What follows belongs to an exercise in optimizing a design on an open flow for a short achievable clock period and few clock cycles per item; a production flow would make more cautious choices.
Function was not checked in any run shown here: the RTL went through the layout flow alone.
Power and IR drop assume default switching activity.

File: design/flow/design.v
package lc4_pkg;
   typedef logic [15:0] word_t;      
   typedef logic [2:0]  reg_sel_t;   
   localparam int NUM_REGS = 8;
   typedef enum logic [3:0] {
      OP_NOP   = 4'b0000,
      OP_ARITH = 4'b0001,   
      OP_LOGIC = 4'b0101,   
      OP_CONST = 4'b1001
   } opcode_e;
   typedef enum logic [2:0] {
      ALU_ADD,
      ALU_SUB,
      ALU_AND,
      ALU_OR,
      ALU_PASS_IMM   
   } alu_op_e;
   localparam word_t NOP_INSN = 16'h0000;
endpackage
module lc4_decoder (
   input  lc4_pkg::word_t    i_insn,
   output lc4_pkg::reg_sel_t o_rs,
   output lc4_pkg::reg_sel_t o_rt,
   output lc4_pkg::reg_sel_t o_rd,
   output logic              o_rs_re,    
   output logic              o_rt_re,    
   output logic              o_rd_we,
   output logic              o_const,    
   output logic              o_sub,      
   output logic              o_logic,    
   output logic              o_or,
   output lc4_pkg::word_t    o_imm
);
   logic arith, logic_op, rr_ok, imm_form;
   assign arith    = (i_insn[15:12] == 4'b0001);
   assign logic_op = (i_insn[15:12] == 4'b0101);
   assign o_const  = (i_insn[15:12] == 4'b1001);
   assign imm_form = i_insn[5];
   assign rr_ok    = (i_insn[5:3] == 3'b000) || (i_insn[5:3] == 3'b010);
   assign o_rd = i_insn[11:9];
   assign o_rs = i_insn[8:6];
   assign o_rt = i_insn[2:0];
   assign o_rs_re = (arith || logic_op) && (imm_form || rr_ok);
   assign o_rt_re = (arith || logic_op) && !imm_form && rr_ok;
   assign o_rd_we = o_rs_re || o_const;
   assign o_sub   = arith && !imm_form && i_insn[4];
   assign o_logic = logic_op;
   assign o_or    = logic_op && !imm_form && i_insn[4];
   assign o_imm   = o_const ? {{7{i_insn[8]}}, i_insn[8:0]} : {{11{i_insn[4]}}, i_insn[4:0]};
endmodule
module lc4_alu (
   input  logic           i_s1_ra, i_s1_rb,    
   input  logic           i_s2_ra, i_s2_rb,    
   input  lc4_pkg::word_t i_c1, i_c2,          
   input  lc4_pkg::word_t i_ra, i_rb,          
   input  logic           i_sub,
   input  logic           i_logic,
   input  logic           i_or,
   output lc4_pkg::word_t o_result
);
   lc4_pkg::word_t a, b, sum;
   logic [15:0] g0, p0;
   logic [15:0] g1, p1, g2, p2, g3, p3, g4, p4, g5;
   logic [15:0] c;
   assign a = ({16{i_s1_ra}} & (i_ra ^ {16{i_sub}})) |
              ({16{i_s1_rb}} & (i_rb ^ {16{i_sub}})) | i_c1;
   assign b = ({16{i_s2_ra}} & i_ra) | ({16{i_s2_rb}} & i_rb) | i_c2;
   assign g0 = a & b;
   assign p0 = a ^ b;
   always_comb begin
      g1 = g0;
      p1 = p0;
      p1[0] = 1'b0;
      g2 = g1; p2 = p1;
      for (int i = 1; i < 16; i++) begin
         g2[i] = g1[i] | (p1[i] & g1[i-1]);
         p2[i] = p1[i] & p1[i-1];
      end
      g3 = g2; p3 = p2;
      for (int i = 2; i < 16; i++) begin
         g3[i] = g2[i] | (p2[i] & g2[i-2]);
         p3[i] = p2[i] & p2[i-2];
      end
      g4 = g3; p4 = p3;
      for (int i = 4; i < 16; i++) begin
         g4[i] = g3[i] | (p3[i] & g3[i-4]);
         p4[i] = p3[i] & p3[i-4];
      end
      g5 = g4;
      for (int i = 8; i < 16; i++) begin
         g5[i] = g4[i] | (p4[i] & g4[i-8]);
      end
   end
   assign c   = {g5[14:0], 1'b0};
   assign sum = (p0 ^ {16{i_sub}}) ^ c;
   always_comb begin
      if (!i_logic)  o_result = sum;
      else if (i_or) o_result = a | b;
      else           o_result = a & b;
   end
endmodule
module lc4_regfile_dual (
   input  logic              gwe,
   input  logic              i_rst,
   input  lc4_pkg::reg_sel_t i_rs_a,
   input  lc4_pkg::reg_sel_t i_rt_a,
   input  lc4_pkg::reg_sel_t i_rs_b,
   input  lc4_pkg::reg_sel_t i_rt_b,
   output lc4_pkg::word_t    o_rs_data_a,
   output lc4_pkg::word_t    o_rt_data_a,
   output lc4_pkg::word_t    o_rs_data_b,
   output lc4_pkg::word_t    o_rt_data_b,
   input  logic [7:0]        i_wmask_a,
   input  lc4_pkg::word_t    i_wdata_a,
   input  logic [7:0]        i_wmask_b,
   input  lc4_pkg::word_t    i_wdata_b
);
   lc4_pkg::word_t regs [0:lc4_pkg::NUM_REGS-1];
   function automatic logic [15:0] rd_fwd(input logic [2:0] sel);
      if (i_wmask_b[sel])      rd_fwd = i_wdata_b;
      else if (i_wmask_a[sel]) rd_fwd = i_wdata_a;
      else                     rd_fwd = regs[sel];
   endfunction
   always_comb begin
      o_rs_data_a = rd_fwd(i_rs_a);
      o_rt_data_a = rd_fwd(i_rt_a);
      o_rs_data_b = rd_fwd(i_rs_b);
      o_rt_data_b = rd_fwd(i_rt_b);
   end
   always_ff @(posedge gwe) begin
      for (int i = 0; i < lc4_pkg::NUM_REGS; i++) begin
         if (i_rst)             regs[i] <= '0;
         else if (i_wmask_b[i]) regs[i] <= i_wdata_b;   
         else if (i_wmask_a[i]) regs[i] <= i_wdata_a;
      end
   end
endmodule
module lc4_superscalar #(
   parameter lc4_pkg::word_t RESET_PC = 16'h8200
) (
   input  logic              gwe,
   input  logic              i_rst,
   output lc4_pkg::word_t    o_cur_pc,
   input  lc4_pkg::word_t    i_insn_a,
   input  lc4_pkg::word_t    i_insn_b,
   output logic              o_wb_we_a,
   output lc4_pkg::reg_sel_t o_wb_rd_a,
   output lc4_pkg::word_t    o_wb_data_a,
   output lc4_pkg::word_t    o_wb_pc_a,
   output logic              o_wb_we_b,
   output lc4_pkg::reg_sel_t o_wb_rd_b,
   output lc4_pkg::word_t    o_wb_data_b,
   output lc4_pkg::word_t    o_wb_pc_b
);
   lc4_pkg::word_t pc, pc_p1, pc_p2;       
   lc4_pkg::word_t pc_p3, pc_p4;
   lc4_pkg::word_t d_insn_a, d_insn_b, d_pc_a, d_pc_b;
   logic           d_valid;
   logic           split;
   assign pc_p3 = pc_p2 + 16'd1;
   assign pc_p4 = pc_p2 + 16'd2;
   always_ff @(posedge gwe) begin
      if (i_rst) begin
         pc      <= RESET_PC;
         pc_p1   <= RESET_PC + 16'd1;
         pc_p2   <= RESET_PC + 16'd2;
         d_valid <= 1'b0;
      end else if (split) begin
         pc      <= pc_p1;
         pc_p1   <= pc_p2;
         pc_p2   <= pc_p3;
         d_valid <= 1'b1;
      end else begin
         pc      <= pc_p2;
         pc_p1   <= pc_p3;
         pc_p2   <= pc_p4;
         d_valid <= 1'b1;
      end
   end
   always_ff @(posedge gwe) begin
      if (split) begin
         d_insn_a <= d_insn_b;    
         d_insn_b <= i_insn_a;
         d_pc_a   <= d_pc_b;
         d_pc_b   <= pc;
      end else begin
         d_insn_a <= i_insn_a;
         d_insn_b <= i_insn_b;
         d_pc_a   <= pc;
         d_pc_b   <= pc_p1;
      end
   end
   assign o_cur_pc = pc;
   lc4_pkg::reg_sel_t rs_a, rt_a, rd_a, rs_b, rt_b, rd_b;
   logic              rs_re_a, rt_re_a, dwe_a, const_a, sub_a, logic_a, or_a;
   logic              rs_re_b, rt_re_b, dwe_b, const_b, sub_b, logic_b, or_b;
   logic              we_a, we_b;
   lc4_pkg::word_t    imm_a, imm_b;
   lc4_decoder dec_a_i (
      .i_insn (d_insn_a), .o_rs (rs_a), .o_rt (rt_a), .o_rd (rd_a),
      .o_rs_re (rs_re_a), .o_rt_re (rt_re_a), .o_rd_we (dwe_a), .o_const (const_a),
      .o_sub (sub_a), .o_logic (logic_a), .o_or (or_a), .o_imm (imm_a)
   );
   lc4_decoder dec_b_i (
      .i_insn (d_insn_b), .o_rs (rs_b), .o_rt (rt_b), .o_rd (rd_b),
      .o_rs_re (rs_re_b), .o_rt_re (rt_re_b), .o_rd_we (dwe_b), .o_const (const_b),
      .o_sub (sub_b), .o_logic (logic_b), .o_or (or_b), .o_imm (imm_b)
   );
   assign we_a = d_valid && dwe_a;
   assign we_b = d_valid && dwe_b;
   logic b_rs_from_a, b_rt_from_a;
   assign b_rs_from_a = dwe_a && rs_re_b && (rs_b == rd_a);
   assign b_rt_from_a = dwe_a && rt_re_b && (rt_b == rd_a);
   assign split = d_valid && !const_a && (b_rs_from_a || b_rt_from_a);
   logic              x_we_a, x_we_b;
   lc4_pkg::reg_sel_t x_rd_a, x_rd_b;
   lc4_pkg::word_t    x_pc_a, x_pc_b;
   logic              x_s1ra_a, x_s1rb_a, x_s2ra_a, x_s2rb_a;
   logic              x_s1ra_b, x_s1rb_b, x_s2ra_b, x_s2rb_b;
   lc4_pkg::word_t    x_c1_a, x_c2_a, x_c1_b, x_c2_b;
   logic              x_sub_a, x_logic_a, x_or_a, x_sub_b, x_logic_b, x_or_b;
   lc4_pkg::word_t    res_a, res_b;
   logic [7:0]        r_wmask_a, r_wmask_b;
   lc4_pkg::word_t    r_data_a, r_data_b;
   lc4_pkg::word_t rf_rs_a, rf_rt_a, rf_rs_b, rf_rt_b;
   lc4_regfile_dual regfile_i (
      .gwe         (gwe),       .i_rst       (i_rst),
      .i_rs_a      (rs_a),      .i_rt_a      (rt_a),
      .i_rs_b      (rs_b),      .i_rt_b      (rt_b),
      .o_rs_data_a (rf_rs_a),   .o_rt_data_a (rf_rt_a),
      .o_rs_data_b (rf_rs_b),   .o_rt_data_b (rf_rt_b),
      .i_wmask_a   (r_wmask_a), .i_wdata_a   (r_data_a),
      .i_wmask_b   (r_wmask_b), .i_wdata_b   (r_data_b)
   );
   logic hit_rs_xb_a, hit_rs_xa_a, hit_rt_xb_a, hit_rt_xa_a;
   logic hit_rs_xb_b, hit_rs_xa_b, hit_rt_xb_b, hit_rt_xa_b;
   assign hit_rs_xb_a = x_we_b && (x_rd_b == rs_a);
   assign hit_rs_xa_a = x_we_a && (x_rd_a == rs_a);
   assign hit_rt_xb_a = x_we_b && (x_rd_b == rt_a);
   assign hit_rt_xa_a = x_we_a && (x_rd_a == rt_a);
   assign hit_rs_xb_b = x_we_b && (x_rd_b == rs_b);
   assign hit_rs_xa_b = x_we_a && (x_rd_a == rs_b);
   assign hit_rt_xb_b = x_we_b && (x_rd_b == rt_b);
   assign hit_rt_xa_b = x_we_a && (x_rd_a == rt_b);
   logic s1ra_a, s1rb_a, s2ra_a, s2rb_a, s1ra_b, s1rb_b, s2ra_b, s2rb_b;
   lc4_pkg::word_t c1_a, c2_a, c1_b, c2_b;
   always_comb begin
      s1rb_a = rs_re_a && hit_rs_xb_a;
      s1ra_a = rs_re_a && !hit_rs_xb_a && hit_rs_xa_a;
      s2rb_a = rt_re_a && hit_rt_xb_a;
      s2ra_a = rt_re_a && !hit_rt_xb_a && hit_rt_xa_a;
      c1_a   = (!rs_re_a || s1rb_a || s1ra_a) ? 16'h0000 : rf_rs_a ^ {16{sub_a}};
      if (!rt_re_a)              c2_a = imm_a;
      else if (s2rb_a || s2ra_a) c2_a = 16'h0000;
      else                       c2_a = rf_rt_a;
      s1rb_b = rs_re_b && !b_rs_from_a && hit_rs_xb_b;
      s1ra_b = rs_re_b && !b_rs_from_a && !hit_rs_xb_b && hit_rs_xa_b;
      s2rb_b = rt_re_b && !b_rt_from_a && hit_rt_xb_b;
      s2ra_b = rt_re_b && !b_rt_from_a && !hit_rt_xb_b && hit_rt_xa_b;
      if (!rs_re_b || s1rb_b || s1ra_b) c1_b = 16'h0000;
      else if (b_rs_from_a)             c1_b = imm_a ^ {16{sub_b}};
      else                              c1_b = rf_rs_b ^ {16{sub_b}};
      if (!rt_re_b)                c2_b = imm_b;
      else if (s2rb_b || s2ra_b)   c2_b = 16'h0000;
      else if (b_rt_from_a)        c2_b = imm_a;
      else                         c2_b = rf_rt_b;
   end
   always_ff @(posedge gwe) begin
      if (i_rst) begin
         x_we_a <= 1'b0;
         x_we_b <= 1'b0;
      end else begin
         x_we_a <= we_a;
         x_we_b <= we_b && !split;
      end
   end
   always_ff @(posedge gwe) begin
      x_rd_a    <= rd_a;
      x_rd_b    <= rd_b;
      x_pc_a    <= d_pc_a;
      x_pc_b    <= d_pc_b;
      x_s1ra_a  <= s1ra_a;  x_s1rb_a <= s1rb_a;
      x_s2ra_a  <= s2ra_a;  x_s2rb_a <= s2rb_a;
      x_s1ra_b  <= s1ra_b;  x_s1rb_b <= s1rb_b;
      x_s2ra_b  <= s2ra_b;  x_s2rb_b <= s2rb_b;
      x_c1_a    <= c1_a;    x_c2_a   <= c2_a;
      x_c1_b    <= c1_b;    x_c2_b   <= c2_b;
      x_sub_a   <= sub_a;   x_logic_a <= logic_a; x_or_a <= or_a;
      x_sub_b   <= sub_b;   x_logic_b <= logic_b; x_or_b <= or_b;
   end
   lc4_alu alu_a_i (
      .i_s1_ra (x_s1ra_a), .i_s1_rb (x_s1rb_a), .i_s2_ra (x_s2ra_a), .i_s2_rb (x_s2rb_a),
      .i_c1 (x_c1_a), .i_c2 (x_c2_a), .i_ra (r_data_a), .i_rb (r_data_b),
      .i_sub (x_sub_a), .i_logic (x_logic_a), .i_or (x_or_a), .o_result (res_a)
   );
   lc4_alu alu_b_i (
      .i_s1_ra (x_s1ra_b), .i_s1_rb (x_s1rb_b), .i_s2_ra (x_s2ra_b), .i_s2_rb (x_s2rb_b),
      .i_c1 (x_c1_b), .i_c2 (x_c2_b), .i_ra (r_data_a), .i_rb (r_data_b),
      .i_sub (x_sub_b), .i_logic (x_logic_b), .i_or (x_or_b), .o_result (res_b)
   );
   always_ff @(posedge gwe) begin
      for (int i = 0; i < 8; i++) begin
         r_wmask_a[i] <= !i_rst && x_we_a && (x_rd_a == 3'(i));
         r_wmask_b[i] <= !i_rst && x_we_b && (x_rd_b == 3'(i));
      end
      if (x_we_a) r_data_a <= res_a;
      if (x_we_b) r_data_b <= res_b;
   end
   always_ff @(posedge gwe) begin
      if (i_rst) begin
         o_wb_we_a <= 1'b0;
         o_wb_we_b <= 1'b0;
      end else begin
         o_wb_we_a <= x_we_a;
         o_wb_we_b <= x_we_b;
      end
   end
   always_ff @(posedge gwe) begin
      o_wb_rd_a   <= x_rd_a;
      o_wb_rd_b   <= x_rd_b;
      o_wb_data_a <= res_a;
      o_wb_data_b <= res_b;
      o_wb_pc_a   <= x_pc_a;
      o_wb_pc_b   <= x_pc_b;
   end
endmodule
File: design/flow/run.sh
#!/bin/bash
# synth_recipe.tcl (not shown) runs the flow's synth.tcl, then flattens the netlist and writes it again
# the make line also repeats each setting of config.mk as NAME=value (left out here)
make -C /OpenROAD-flow-scripts/flow DESIGN_CONFIG=/design/flow/config.mk WORK_HOME=/design/flow/orfs CLKGATE_MAP_FILE= SYNTH_SCRIPT=/design/flow/synth_recipe.tcl finish
File: design/flow/config.mk
export PLATFORM = sky130hd
export DESIGN_NAME = lc4_superscalar
export DESIGN_NICKNAME = lc4_superscalar
export VERILOG_FILES = /design/flow/design.v
export SDC_FILE = /design/flow/constraint.sdc
export NUM_CORES = 4
export LEC_CHECK = 0
export ABC_CLOCK_PERIOD_IN_PS = 1800
export CAP_MARGIN = 20
export CORE_MARGIN = 2
export CORE_UTILIZATION = 40
export SETUP_SLACK_MARGIN = 3.2
export SLEW_MARGIN = 20
File: design/flow/constraint.sdc
create_clock -name core_clock -period 5.0 [get_ports {gwe}]
set_input_delay 1.0000 -clock core_clock [delete_from_list [all_inputs] [get_ports {gwe}]]
set_output_delay 1.0000 -clock core_clock [all_outputs]
set_load 0.01 [all_outputs]
==> results of run 1 <==
power groups by stage:
| stage | logic, mW | registers, mW | clock network (mW) |
|---|---|---|---|
| 6_report | 1.50 | 4.07 | 4.57 |
| 5_1_grt | 1.55 | 4.08 | 4.75 |
| 4_1_cts | 1.32 | 4.06 | 4.57 |
| 3_5_place_dp | 0.986 | 4.18 | 0 |
| 3_3_place_gp | 0.976 | 4.18 | 0 |
| 2_1_floorplan | 0.673 | 4.13 | 0 |
stage by stage:
step | setup slack [ns] | utilization, % | hold WS (ns)
floorplan | 2.47 | - | 0.310
global placement | 1.60 | 44.0 | 0.311
detailed placement | 1.61 | 44.0 | 0.312
CTS | 2.17 | 55.8 | 0.322
global route | 2.04 | 59.5 | 0.326
finish | 2.16 | 59.5 | 0.321
cell families after synthesis:
group / Yosys count
xor+xnor: 116
simple gates: 963
fa+ha+maj: 69
buf+inv: 418
flops: 479
compound gates: 797
mux: 347
cell usage in the layout (no fill, tap or decap), drive strengths merged, types with 13 or more instances in the layout:
cell type / count
a211oi: 30
a21oi: 298
a221o: 74
a221oi: 33
a22o: 19
a2bb2oi: 14
and2: 13
buf: 554
clkbuf: 69
clkdlybuf4s50: 32
clkinv: 19
dfxtp: 447
edfxtp: 32
ha: 69
inv: 119
mux2: 31
mux2i: 279
mux4: 46
nand2: 359
nand2b: 44
nand3: 26
nand4: 16
nor2: 395
nor2b: 43
nor3: 30
o211ai: 21
o21ai: 132
o221ai: 54
o22ai: 40
o2bb2ai: 18
xnor2: 76
xor2: 40
worst register-to-register path, delay by kind of cell (launching register included):
kind                       cells  cell delay (ns)
adders and majority gates      1             0.28
buffers and inverters          5             0.70
xor gates and xnor gates       1             0.11
and+or+nand+nor                4             0.44
AOI/OAI and AO/OA              3             0.58
DFF                            1             0.45
cell usage after synthesis, drive strengths merged (6+ instances only):
cell,number
dfxtp,447
nor2,395
nand2,349
a21oi,298
mux2i,278
clkbuf,192
o21ai,132
buf,116
inv,109
xnor2,76
a221o,74
ha,69
o221ai,54
mux4,46
nand2b,44
nor2b,42
o22ai,40
xor2,40
a221oi,33
edfxtp,32
a211oi,30
nor3,30
nand3,26
mux2,23
o211ai,21
a22o,19
o2bb2ai,18
nand4,16
a2bb2oi,14
and2,12
o31ai,12
a22oi,10
o21bai,10
or3,9
and3,8
nand3b,8
nor3b,7
or2,6
timing repair:
| item | CTS | global route |
|---|---|---|
| buffers inserted | 320 | 74 |
| gates resized for setup | 1088 | 419 |
| cloned | 42 | 7 |
| pin swaps | 212 | 259 |
| setup endpoints to repair | 337 | 388 |
routing by layer:
layer | GRT usage (%) | part of all wire [%] | up-vias
li1 | - | - | 12100
met1 | 42.1 | 38 | 13600
met2 | 50.3 | 43 | 2102
met3 | 9.15 | 12 | 648
met4 | 20.6 | 7.5 | 0
met5 | 0 | 0 | -
area by class of cell:
cell class	count	area [um2]	area share, %
clock buffers	69	1510	3.79
well taps	873	1090	2.74
repair buffers	590	6260	15.7
inverters	110	464	1.16
flip-flops and latches	479	10100	25.4
multi-input cells	2314	19600	49.2
clock inverters	31	510	1.28
diodes	3	7.51	0.0188
repair inverters	14	277	0.693
final timing paths:
path,from,to,slack (ns)
worst max-delay path,r_data_a[6],r_data_a[9],2.16
worst min-delay path,d_pc_a[2],x_pc_a[2],0.32
worst max register to register,r_data_a[6],r_data_a[9],2.16
worst min register to register,d_pc_a[2],x_pc_a[2],0.32
==> flow_summary.json, run 1 <==
{
  "clk_pin_slew_worst_paths_ns": 0.07,
  "worstMarginPinSlew_ns": 0.999,
  "arrival_ns": 3.20,
  "seqPwrFrac_pct": 40.2,
  "cts_buffers": 54,
  "final_cell_count_no_fill": 4483,
  "slowest_stage": "edfxtp_1",
  "via_per_inst": 6.33,
  "synth-adder-area-share_pct": 3.20,
  "whs_path_depth": 0,
  "port_buffers": 121,
  "yosys-top-cells-area": "dfxtp_1, mux2i_1, a21oi_1",
  "drcViolationCount": 0,
  "synth_top_area_cell": "dfxtp_1",
  "min_period_ns": 2.84,
  "yosys.area_share.xor_xnor_pct": 3.76,
  "clk_latency_ns": 0.65,
  "fillers": 5300,
  "status": "complete, no violations",
  "synth_cells": 3189,
  "min_period_over_period_pct": 56.9,
  "cts_tree": "done",
  "max-slew-margin-rel_pct": 33.3,
  "nNetsFinal": 3666,
  "chipHeight_um": 264,
  "antenna_found_initial": 3,
  "crit_buf_inv": 5,
  "ys.warnings.count": 4,
  "total_power_mw": 10.1,
  "slowest_delay_ns": 0.45,
  "synth_compound_area_share_pct": 19.6,
  "fp.coreArea_mm2": 0.0670,
  "critical_path_class": "flop to flop",
  "grt_pass1_wl_um": 176000,
  "drive_above_1_share_pct": 41.1,
  "place_area_mm2": 0.0295,
  "rr_worst_depth": 14,
  "cp-start-kind": "flop",
  "syn_to_final_growth_pct": 47.6,
  "cts_max_level": 2,
  "fin_setup_tns_ns": 0,
  "grt_overflow": 0,
  "clock_skew_ns": 0.0364,
  "ant_nets": 0,
  "worstPathCellList": "buf_6 -> a221o_1 -> a21oi_2 -> inv_2 -> ha_4 -> nand4_1 -> buf_4 -> nor2_4 -> nor3_2 -> buf_4 -> buf_6 -> xnor2_2 -> nor2_1 -> a21oi_2",
  "hp-class": "flop to flop",
  "vias": 28400,
  "path_depth": 14,
  "cap_viol_max_count": 0,
  "netSwitchingFraction_pct": 27.3,
  "wl_um": 125000,
  "cp_max_fo": 4,
  "clockPowerShare_pct": 45.0,
  "finalSetupViolCount": 0,
  "synth_seq_cells": 479,
  "synth_top_family_by_area": "compound AO/OA/AOI/OAI gates",
  "drt_iter0_markers": 3881,
  "cp_top_family": "buffers and inverters",
  "rows": 95,
  "synth.net_count": 3292,
  "synth_area_mm2": 0.0270,
  "cts_max_path_buffers": 3,
  "hold_viol_final": 0,
  "grt_pass1_vias": 26800,
  "internal-power_mw": 7.37,
  "num_io_pins": 122,
  "cts-hold-fix-buffers": 0,
  "leakagePower_nw": 16.1,
  "vdd.ir_drop.worst_uv": 282,
  "grt_max_degree": 129,
  "synth_edf_count": 32,
  "dp.cells": 3937,
  "initial_utilization_pct": 40.3,
  "synth_simple_gate_area_share_pct": 15.4,
  "die-area_mm2": 0.0696,
  "clkSinkCount": 479,
  "rsz0062_at_grt": "true",
  "dp_hpwl_um": 68200,
  "synthFlopType": "dfxtp_1",
  "max_freq_mhz": 352,
  "power_frac_comb_pct": 14.8,
  "grt.total_usage_pct": 33.3,
  "dr.pass1.iters": 7,
  "yosysUniqueCellTypes": 80,
  "seq_area_frac_synth_pct": 36.7,
  "slew_violations": 0,
  "drt-wirelength-per-cell_um": 27.9,
  "die_x_um": 264,
  "powerDensity_mw_per_mm2": 254,
  "largest_register_ffs": 128,
  "synthArstFlopShare_pct": 0,
  "worstSetupEndpointType": "flop",
  "root_buffer": "clkbuf_16",
  "p_sw_mw": 2.77,
  "gp_congestion": 0.974,
  "synth_area_per_cell_um2": 8.47,
  "top_register": "regfile_i.regs",
  "synth.area.mux_share_pct": 15.1,
  "synth_top_cell_area_share_pct": 33.1,
  "crit_required_ns": 5.35,
  "design_area_mm2": 0.0399
}
==> run 2: changes to the inputs <==
--- a/design/flow/design.v
+++ b/design/flow/design.v
@@ -50,30 +50,39 @@
 endmodule
 module lc4_alu (
-   input  logic           i_s1_ra, i_s1_rb,    
-   input  logic           i_s2_ra, i_s2_rb,    
-   input  lc4_pkg::word_t i_c1, i_c2,          
-   input  lc4_pkg::word_t i_ra, i_rb,          
+   input  lc4_pkg::word_t i_src0, i_src1, i_src2, i_src3,
+   input  logic [3:0]     i_s1,         
+   input  logic           i_c1_en,      
+   input  lc4_pkg::word_t i_c1,
+   input  logic [3:0]     i_s2,
+   input  logic           i_c2_en,
+   input  lc4_pkg::word_t i_c2,
    input  logic           i_sub,
    input  logic           i_logic,
    input  logic           i_or,
-   output lc4_pkg::word_t o_result
+   input  logic           i_pass_sel,
+   input  lc4_pkg::word_t i_pass,
+   input  logic           i_we,
+   input  lc4_pkg::word_t i_hold,       
+   output lc4_pkg::word_t o_result,
+   output lc4_pkg::word_t o_result_out,
+   output lc4_pkg::word_t o_result_hold
 );
-   lc4_pkg::word_t a, b, sum;
-   logic [15:0] g0, p0;
-   logic [15:0] g1, p1, g2, p2, g3, p3, g4, p4, g5;
+   lc4_pkg::word_t op1, a, b, sum, lres;
+   logic [15:0] g0, p0, g2, p2, g3, p3, g4, p4, g5;
    logic [15:0] c;
-   assign a = ({16{i_s1_ra}} & (i_ra ^ {16{i_sub}})) |
-              ({16{i_s1_rb}} & (i_rb ^ {16{i_sub}})) | i_c1;
-   assign b = ({16{i_s2_ra}} & i_ra) | ({16{i_s2_rb}} & i_rb) | i_c2;
+   assign op1 = ({16{i_s1[0]}} & i_src0) | ({16{i_s1[1]}} & i_src1) |
+                ({16{i_s1[2]}} & i_src2) | ({16{i_s1[3]}} & i_src3) |
+                ({16{i_c1_en}} & i_c1);
+   assign b   = ({16{i_s2[0]}} & i_src0) | ({16{i_s2[1]}} & i_src1) |
+                ({16{i_s2[2]}} & i_src2) | ({16{i_s2[3]}} & i_src3) |
+                ({16{i_c2_en}} & i_c2);
+   assign a   = op1 ^ {16{i_sub}};
    assign g0 = a & b;
    assign p0 = a ^ b;
    always_comb begin
-      g1 = g0;
-      p1 = p0;
-      p1[0] = 1'b0;
-      g2 = g1; p2 = p1;
+      g2 = g0; p2 = p0;
       for (int i = 1; i < 16; i++) begin
-         g2[i] = g1[i] | (p1[i] & g1[i-1]);
-         p2[i] = p1[i] & p1[i-1];
+         g2[i] = g0[i] | (p0[i] & g0[i-1]);
+         p2[i] = p0[i] & p0[i-1];
       end
       g3 = g2; p3 = p2;
@@ -92,11 +101,17 @@
       end
    end
-   assign c   = {g5[14:0], 1'b0};
-   assign sum = (p0 ^ {16{i_sub}}) ^ c;
-   always_comb begin
-      if (!i_logic)  o_result = sum;
-      else if (i_or) o_result = a | b;
-      else           o_result = a & b;
-   end
+   assign c    = {g5[14:0], 1'b0};
+   assign sum  = (p0 ^ {16{i_sub}}) ^ c;
+   assign lres = i_or ? (op1 | b) : (op1 & b);
+   logic sel_sum, sel_log, sel_pass, out_sum, out_log, out_pass;
+   assign sel_sum  = !i_pass_sel && !i_logic;
+   assign sel_log  = !i_pass_sel && i_logic;
+   assign sel_pass = i_pass_sel;
+   assign out_sum  = i_we && sel_sum;
+   assign out_log  = i_we && sel_log;
+   assign out_pass = i_we && sel_pass;
+   assign o_result     = ({16{sel_sum}} & sum) | ({16{sel_log}} & lres) | ({16{sel_pass}} & i_pass);
+   assign o_result_out = ({16{out_sum}} & sum) | ({16{out_log}} & lres) | ({16{out_pass}} & i_pass);
+   assign o_result_hold = o_result_out | ({16{!i_we}} & i_hold);
 endmodule
 module lc4_regfile_dual (
@@ -220,7 +235,8 @@
    lc4_pkg::word_t    x_c1_a, x_c2_a, x_c1_b, x_c2_b;
    logic              x_sub_a, x_logic_a, x_or_a, x_sub_b, x_logic_b, x_or_b;
+   logic              x_ce1_a, x_ce2_a, x_ce1_b, x_ce2_b;
    lc4_pkg::word_t    res_a, res_b;
    logic [7:0]        r_wmask_a, r_wmask_b;
-   lc4_pkg::word_t    r_data_a, r_data_b;
+   lc4_pkg::word_t    r_data_a, r_data_b, w_data_a, w_data_b;
    lc4_pkg::word_t rf_rs_a, rf_rt_a, rf_rs_b, rf_rt_b;
    lc4_regfile_dual regfile_i (
@@ -230,6 +246,6 @@
       .o_rs_data_a (rf_rs_a),   .o_rt_data_a (rf_rt_a),
       .o_rs_data_b (rf_rs_b),   .o_rt_data_b (rf_rt_b),
-      .i_wmask_a   (r_wmask_a), .i_wdata_a   (r_data_a),
-      .i_wmask_b   (r_wmask_b), .i_wdata_b   (r_data_b)
+      .i_wmask_a   (r_wmask_a), .i_wdata_a   (w_data_a),
+      .i_wmask_b   (r_wmask_b), .i_wdata_b   (w_data_b)
    );
    logic hit_rs_xb_a, hit_rs_xa_a, hit_rt_xb_a, hit_rt_xa_a;
@@ -250,5 +266,5 @@
       s2rb_a = rt_re_a && hit_rt_xb_a;
       s2ra_a = rt_re_a && !hit_rt_xb_a && hit_rt_xa_a;
-      c1_a   = (!rs_re_a || s1rb_a || s1ra_a) ? 16'h0000 : rf_rs_a ^ {16{sub_a}};
+      c1_a   = (!rs_re_a || s1rb_a || s1ra_a) ? 16'h0000 : rf_rs_a;
       if (!rt_re_a)              c2_a = imm_a;
       else if (s2rb_a || s2ra_a) c2_a = 16'h0000;
@@ -259,6 +275,6 @@
       s2ra_b = rt_re_b && !b_rt_from_a && !hit_rt_xb_b && hit_rt_xa_b;
       if (!rs_re_b || s1rb_b || s1ra_b) c1_b = 16'h0000;
-      else if (b_rs_from_a)             c1_b = imm_a ^ {16{sub_b}};
-      else                              c1_b = rf_rs_b ^ {16{sub_b}};
+      else if (b_rs_from_a)             c1_b = imm_a;
+      else                              c1_b = rf_rs_b;
       if (!rt_re_b)                c2_b = imm_b;
       else if (s2rb_b || s2ra_b)   c2_b = 16'h0000;
@@ -288,14 +304,23 @@
       x_sub_a   <= sub_a;   x_logic_a <= logic_a; x_or_a <= or_a;
       x_sub_b   <= sub_b;   x_logic_b <= logic_b; x_or_b <= or_b;
+      x_ce1_a   <= !(s1ra_a || s1rb_a);  x_ce2_a <= !(s2ra_a || s2rb_a);
+      x_ce1_b   <= !(s1ra_b || s1rb_b);  x_ce2_b <= !(s2ra_b || s2rb_b);
    end
+   lc4_pkg::word_t out_a, out_b, wres_a, wres_b;
    lc4_alu alu_a_i (
-      .i_s1_ra (x_s1ra_a), .i_s1_rb (x_s1rb_a), .i_s2_ra (x_s2ra_a), .i_s2_rb (x_s2rb_a),
-      .i_c1 (x_c1_a), .i_c2 (x_c2_a), .i_ra (r_data_a), .i_rb (r_data_b),
-      .i_sub (x_sub_a), .i_logic (x_logic_a), .i_or (x_or_a), .o_result (res_a)
+      .i_src0 (r_data_a), .i_src1 (r_data_b), .i_src2 (16'h0000), .i_src3 (16'h0000),
+      .i_s1 ({2'b00, x_s1rb_a, x_s1ra_a}), .i_c1_en (x_ce1_a), .i_c1 (x_c1_a),
+      .i_s2 ({2'b00, x_s2rb_a, x_s2ra_a}), .i_c2_en (x_ce2_a), .i_c2 (x_c2_a),
+      .i_sub (x_sub_a), .i_logic (x_logic_a), .i_or (x_or_a),
+      .i_pass_sel (1'b0), .i_pass (16'h0000), .i_we (x_we_a), .i_hold (w_data_a),
+      .o_result (res_a), .o_result_out (out_a), .o_result_hold (wres_a)
    );
    lc4_alu alu_b_i (
-      .i_s1_ra (x_s1ra_b), .i_s1_rb (x_s1rb_b), .i_s2_ra (x_s2ra_b), .i_s2_rb (x_s2rb_b),
-      .i_c1 (x_c1_b), .i_c2 (x_c2_b), .i_ra (r_data_a), .i_rb (r_data_b),
-      .i_sub (x_sub_b), .i_logic (x_logic_b), .i_or (x_or_b), .o_result (res_b)
+      .i_src0 (r_data_a), .i_src1 (r_data_b), .i_src2 (16'h0000), .i_src3 (16'h0000),
+      .i_s1 ({2'b00, x_s1rb_b, x_s1ra_b}), .i_c1_en (x_ce1_b), .i_c1 (x_c1_b),
+      .i_s2 ({2'b00, x_s2rb_b, x_s2ra_b}), .i_c2_en (x_ce2_b), .i_c2 (x_c2_b),
+      .i_sub (x_sub_b), .i_logic (x_logic_b), .i_or (x_or_b),
+      .i_pass_sel (1'b0), .i_pass (16'h0000), .i_we (x_we_b), .i_hold (w_data_b),
+      .o_result (res_b), .o_result_out (out_b), .o_result_hold (wres_b)
    );
    always_ff @(posedge gwe) begin
@@ -304,6 +329,8 @@
          r_wmask_b[i] <= !i_rst && x_we_b && (x_rd_b == 3'(i));
       end
-      if (x_we_a) r_data_a <= res_a;
-      if (x_we_b) r_data_b <= res_b;
+      r_data_a <= res_a;
+      r_data_b <= res_b;
+      w_data_a <= wres_a;
+      w_data_b <= wres_b;
    end
    always_ff @(posedge gwe) begin
@@ -319,6 +346,6 @@
       o_wb_rd_a   <= x_rd_a;
       o_wb_rd_b   <= x_rd_b;
-      o_wb_data_a <= res_a;
-      o_wb_data_b <= res_b;
+      o_wb_data_a <= out_a;
+      o_wb_data_b <= out_b;
       o_wb_pc_a   <= x_pc_a;
       o_wb_pc_b   <= x_pc_b;
--- a/design/flow/config.mk
+++ b/design/flow/config.mk
@@ -9,5 +9,5 @@
 export CAP_MARGIN = 20
 export CORE_MARGIN = 2
-export CORE_UTILIZATION = 40
+export CORE_UTILIZATION = 60
 export SETUP_SLACK_MARGIN = 3.2
 export SLEW_MARGIN = 20
==> run 2 against run 1 <==
The flow now stops in global routing (5_1_grt). Area after synthesis down 3.6%. Synthesized cell count decreased by 2.8%.
==> flow_summary.json, run 2 <==
{
  "die_x_um": 212,
  "port_buffers": 121,
  "seq_area_frac_synth_pct": 39.6,
  "dp_hpwl_um": 64100,
  "synth_seq_cells": 515,
  "synth_area_mm2": 0.0260,
  "dp.cells": 3589,
  "stop_stage": "global routing (5_1_grt)",
  "grt-worst-endpoint": "w_data_a[15]$_DFF_P_/D",
  "synth_cells": 3101,
  "grt.total_usage_pct": 79.8,
  "num_io_pins": 122,
  "cts_max_path_buffers": 3,
  "stop_error": "[ERROR GRT-0232] Routing congestion too high. Check the congestion heatmap in the GUI.",
  "chipHeight_um": 212,
  "yosysMostFrequentCell": "dfxtp_1",
  "cts-hold-fix-buffers": 0,
  "initial_utilization_pct": 60.6,
  "place_area_mm2": 0.0277,
  "synth_area_per_cell_um2": 8.39,
  "synth_top_cell_area_share_pct": 39.6,
  "rows": 76,
  "grt_overflow": 402,
  "worst_endpoint_kind": "sequential cell input",
  "synth_edf_count": 0,
  "ys.warnings.count": 4,
  "root_buffer": "clkbuf_16",
  "grt_max_degree": 83,
  "yosysUniqueCellTypes": 72,
  "synth_top_area_cell": "dfxtp_1",
  "cts_max_level": 2,
  "synthArstFlopShare_pct": 0,
  "status": "did not finish",
  "synthFlopType": "dfxtp_1",
  "clkSinkCount": 515,
  "gp_congestion": 1.02,
  "cts_buffers": 50,
  "yosys-top-cells-area": "dfxtp_1, mux2i_1, nand2_1",
  "synthTopCellsByCount": "dfxtp_1, nand2_1, nor2_1, a21oi_1, clkbuf_1",
  "synth.net_count": 3168
}
[run 2: changes by cell type after synthesis, moves of 48 or more]
cell / previous run / this run
mux2i_1: 277 / 197
a221o_1: 74 / 1
nand2_1: 348 / 418
dfxtp_1: 447 / 515
o21ai_0: 98 / 163
a222oi_1: 0 / 50
buf_2: 73 / 25
o221ai_1: 53 / 5
[run 2: per-layer routing]
layer / global-route usage [%] / overflow
met1: 79.8 / 23
met2: 93.7 / 197
met3: 66.1 / 24
met4: 78.6 / 154
met5: 49.9 / 4
[run 2: through the flow]
step	utilization (%)	power, mW	setup WS, ns
3_5_place_dp	64.5	5.75	1.61
4_1_cts	80.8	10.1	2.10
2_1_floorplan	-	5.25	2.21
3_3_place_gp	64.5	5.73	1.72
[run 2: logic make-up after synthesis]
| logic type | share of synthesized area, % |
|---|---|
| AND/OR/NAND/NOR | 16.1 |
| AO/OA/AOI/OAI | 18.9 |
| flip-flops | 39.6 |
| buffers and inverters | 5.01 |
| multiplexers | 13.1 |
| XOR/XNOR | 4.64 |
| adder cells (fa/ha/maj) | 2.66 |
[run 2: worst max-delay path by stage]
stage	startpoint	cells past startpoint	slack [ns]	to
3_5_place_dp	x_sub_b	11	1.61	w_data_b[15]
2_1_floorplan	x_s1ra_a	12	2.21	w_data_a[15]
3_3_place_gp	x_sub_b	11	1.72	w_data_b[15]
4_1_cts	x_s1ra_a	12	2.10	w_data_a[15]
[run 2: what timing repair did]
action	4_1_cts
resized for setup	1061
setup endpoints to repair	443
endpoints found under the hold margin	0
pin swaps	200
setup buffers	248
gates cloned	42
[run 2: power groups by stage]
stage	Sequential (mW)	Combinational [mW]	Clock [mW]
2_1_floorplan	4.49	0.764	0
3_3_place_gp	4.93	0.804	0
3_5_place_dp	4.93	0.815	0
4_1_cts	4.83	1.07	4.15
==> run 3: changes to the inputs <==
--- a/design/flow/config.mk
+++ b/design/flow/config.mk
@@ -9,5 +9,5 @@
 export CAP_MARGIN = 20
 export CORE_MARGIN = 2
-export CORE_UTILIZATION = 60
+export CORE_UTILIZATION = 45
 export SETUP_SLACK_MARGIN = 3.2
 export SLEW_MARGIN = 20
==> run 3 against run 2 <==
Now clean on timing, DRC and antenna. Synthesized cell count did not move. Area after synthesis unchanged.
==> flow_summary.json, run 3 <==
{
  "status": "complete, no violations",
  "yosys-top-cells-area": "dfxtp_1, mux2i_1, nand2_1",
  "cp-startpoint": "x_s2ra_a",
  "slowest_delay_ns": 0.48,
  "fp.coreArea_mm2": 0.0575,
  "die_x_um": 244,
  "clock_skew_ns": 0.0382,
  "grt.total_usage_pct": 39.0,
  "synth_seq_cells": 515,
  "total_power_mw": 10.8,
  "drcViolationCount": 0,
  "critical_path_class": "flop to flop",
  "dr.pass1.iters": 8,
  "cp_max_fo": 9,
  "max-slew-margin-rel_pct": 31.7,
  "crit_buf_inv": 3,
  "rr_worst_depth": 12,
  "min_period_ns": 3.11,
  "cts_buffers": 56,
  "drt-wirelength-per-cell_um": 28.9,
  "post-route-util_pct": 66.9,
  "min_period_over_period_pct": 62.2,
  "crit_top_cell": "or3_4",
  "max_freq_mhz": 322,
  "synth_top_area_cell": "dfxtp_1",
  "dp.cells": 3768,
  "synth.net_count": 3168,
  "clk_pin_slew_worst_paths_ns": 0.07,
  "yosysUniqueCellTypes": 72,
  "synth_cells": 3101,
  "grt_max_degree": 106,
  "crit_required_ns": 5.52,
  "dp_hpwl_um": 69300,
  "yosysMostFrequentCell": "dfxtp_1",
  "fin_setup_tns_ns": 0,
  "synth_top_cell_area_share_pct": 39.6,
  "seq_area_frac_synth_pct": 39.6,
  "slowest_stage": "a222oi_1",
  "port_buffers": 121,
  "worstSetupEndpointType": "flop",
  "design_area_mm2": 0.0384,
  "cts_max_level": 2,
  "synthTopCellsByCount": "dfxtp_1, nand2_1, nor2_1, a21oi_1, clkbuf_1",
  "ys.warnings.count": 4,
  "finalSetupViolCount": 0,
  "r2r_start": "x_s2ra_a",
  "synth_area_mm2": 0.0260,
  "cts_max_path_buffers": 3,
  "ant_nets": 0,
  "num_io_pins": 122,
  "clk_latency_ns": 0.65,
  "dpl_worst_slack_ns": 1.59,
  "path_depth": 12,
  "synthFlopType": "dfxtp_1",
  "worst_slack_ns": 1.89,
  "nNetsFinal": 3575,
  "largest_register_ffs": 128,
  "grt_pass1_wl_um": 174000,
  "clkSinkCount": 515,
  "initial_utilization_pct": 45.3,
  "slew_violations": 0,
  "cp_top_family": "compound AO/OA/AOI/OAI gates",
  "final_common_cell": "dfxtp_1",
  "cp-endpoint": "w_data_a[15]",
  "hp-class": "flop to flop",
  "powerDensity_mw_per_mm2": 280,
  "wl_um": 125000,
  "leakagePower_nw": 15.5,
  "cap_viol_max_count": 0,
  "worstMarginPinSlew_ns": 1.02,
  "vias": 27900,
  "chipHeight_um": 244,
  "via_per_inst": 6.45,
  "root_buffer": "clkbuf_16",
  "final_cell_count_no_fill": 4320,
  "rrSetupSlack_ns": 1.89,
  "synthArstFlopShare_pct": 0,
  "syn_to_final_growth_pct": 47.7,
  "cts-hold-fix-buffers": 0,
  "die-area_mm2": 0.0598,
  "vdd.ir_drop.worst_uv": 407,
  "drive_above_1_share_pct": 39.2,
  "gp_congestion": 0.974,
  "top_register": "regfile_i.regs",
  "drt_iter0_markers": 4144,
  "grt_pass1_vias": 26000,
  "worstPathCellList": "clkbuf_4 -> a222oi_1 -> inv_1 -> ha_2 -> or3_4 -> or3_4 -> o21ai_4 -> a31oi_4 -> buf_4 -> a41oi_2 -> o21ai_2 -> mux2_2",
  "rr_endpoint": "w_data_a[15]",
  "rows": 88,
  "place_area_mm2": 0.0280,
  "fin_worst_hold_slack_ns": 0.324,
  "final_cell_mix": "dfxtp_1, nor2_1, buf_4",
  "synth_edf_count": 0,
  "cp-start-kind": "flop",
  "antenna_found_initial": 4,
  "cts_tree": "done",
  "fillers": 4317,
  "grt_overflow": 0,
  "arrival_ns": 3.63,
  "hold_viol_final": 0,
  "rsz0062_at_grt": "true",
  "synth_area_per_cell_um2": 8.39
}
## run 3: cell counts after synthesis
Identical to the previous run, type by type.
## run 3: cell type report
class | instances | area, um2 | share of cell area (%)
Timing Repair Buffer | 599 | 6900 | 17.9
Clock inverter | 30 | 443 | 1.15
Multi-Input combinational cell | 2264 | 17700 | 46.0
Sequential cell | 515 | 10600 | 27.5
Antenna cell | 3 | 7.51 | 0.0195
Clock buffer | 72 | 1580 | 4.11
Inverter | 72 | 297 | 0.771
Tap cell | 765 | 957 | 2.49
## run 3: how the worst min path moves through the flow
stage,from,to,slack [ns],depth (start not counted)
floorplan,x_pc_a[0],o_wb_pc_a[0],0.31,0
CTS,x_pc_a[7],o_wb_pc_a[7],0.33,0
global route,x_pc_b[5],o_wb_pc_b[5],0.33,0
detailed placement,x_pc_a[0],o_wb_pc_a[0],0.31,0
finish,x_pc_b[4],o_wb_pc_b[4],0.32,0
global placement,x_pc_a[9],o_wb_pc_a[9],0.31,0
## run 3: repair_timing
action | in CTS | in global routing
pin swaps | 221 | 248
endpoints found under the setup margin | 389 | 381
setup buffers | 279 | 112
gates cloned | 53 | 3
resized for setup | 1064 | 405
## run 3: cells by family after synthesis
group,synth area share [%]
adders and majority gates,2.66
AOI/OAI and AO/OA,18.9
muxes,13.1
xor gates and xnor gates,4.64
and+or+nand+nor,16.1
DFF,39.6
buffers and inverters,5.01
## run 3: where the power goes
group	internal (mW)	total [mW]	switching (mW)
clock	2.71	4.59	1.87
combinational	0.592	1.28	0.684
sequential	4.27	4.92	0.648
## run 3: per-layer routing
layer  wire length [um]  track usage, %
met4              10100            24.4
met5                 48           0.163
met2              54100            59.5
met1              44900            48.3
met3              15600            11.6

re-timing with driven ports:
The results above use ideal ports. As a check the final layouts listed here were re-extracted and re-timed, cells and wires unchanged. Step 1 sets driving cells, clkbuf_16 on the clock port and buf_2 on the other inputs (assumed; they add their load-dependent delay and slew). Step 2 moves the port delays by t, midway between the first and last clock arrival at a register: inputs arrive t later, outputs are due t later. That takes back most of the time a late clock gives input paths. Three values: ideal, step 1, step 2; two values: the first two.
| run | t, ns | setup slack, ns | worst setup path after step 2 | slew at the worst register clock pin (ns) |
|---|---|---|---|---|
| run 1 | 0.706 | 2.155 / 2.155 / 2.155 | register to register | 0.07 / 0.07 |
| run 3 | 0.698 | 1.892 / 1.892 / 1.892 | register to register | 0.07 / 0.07 |
After both steps setup and hold are still met in every run listed.
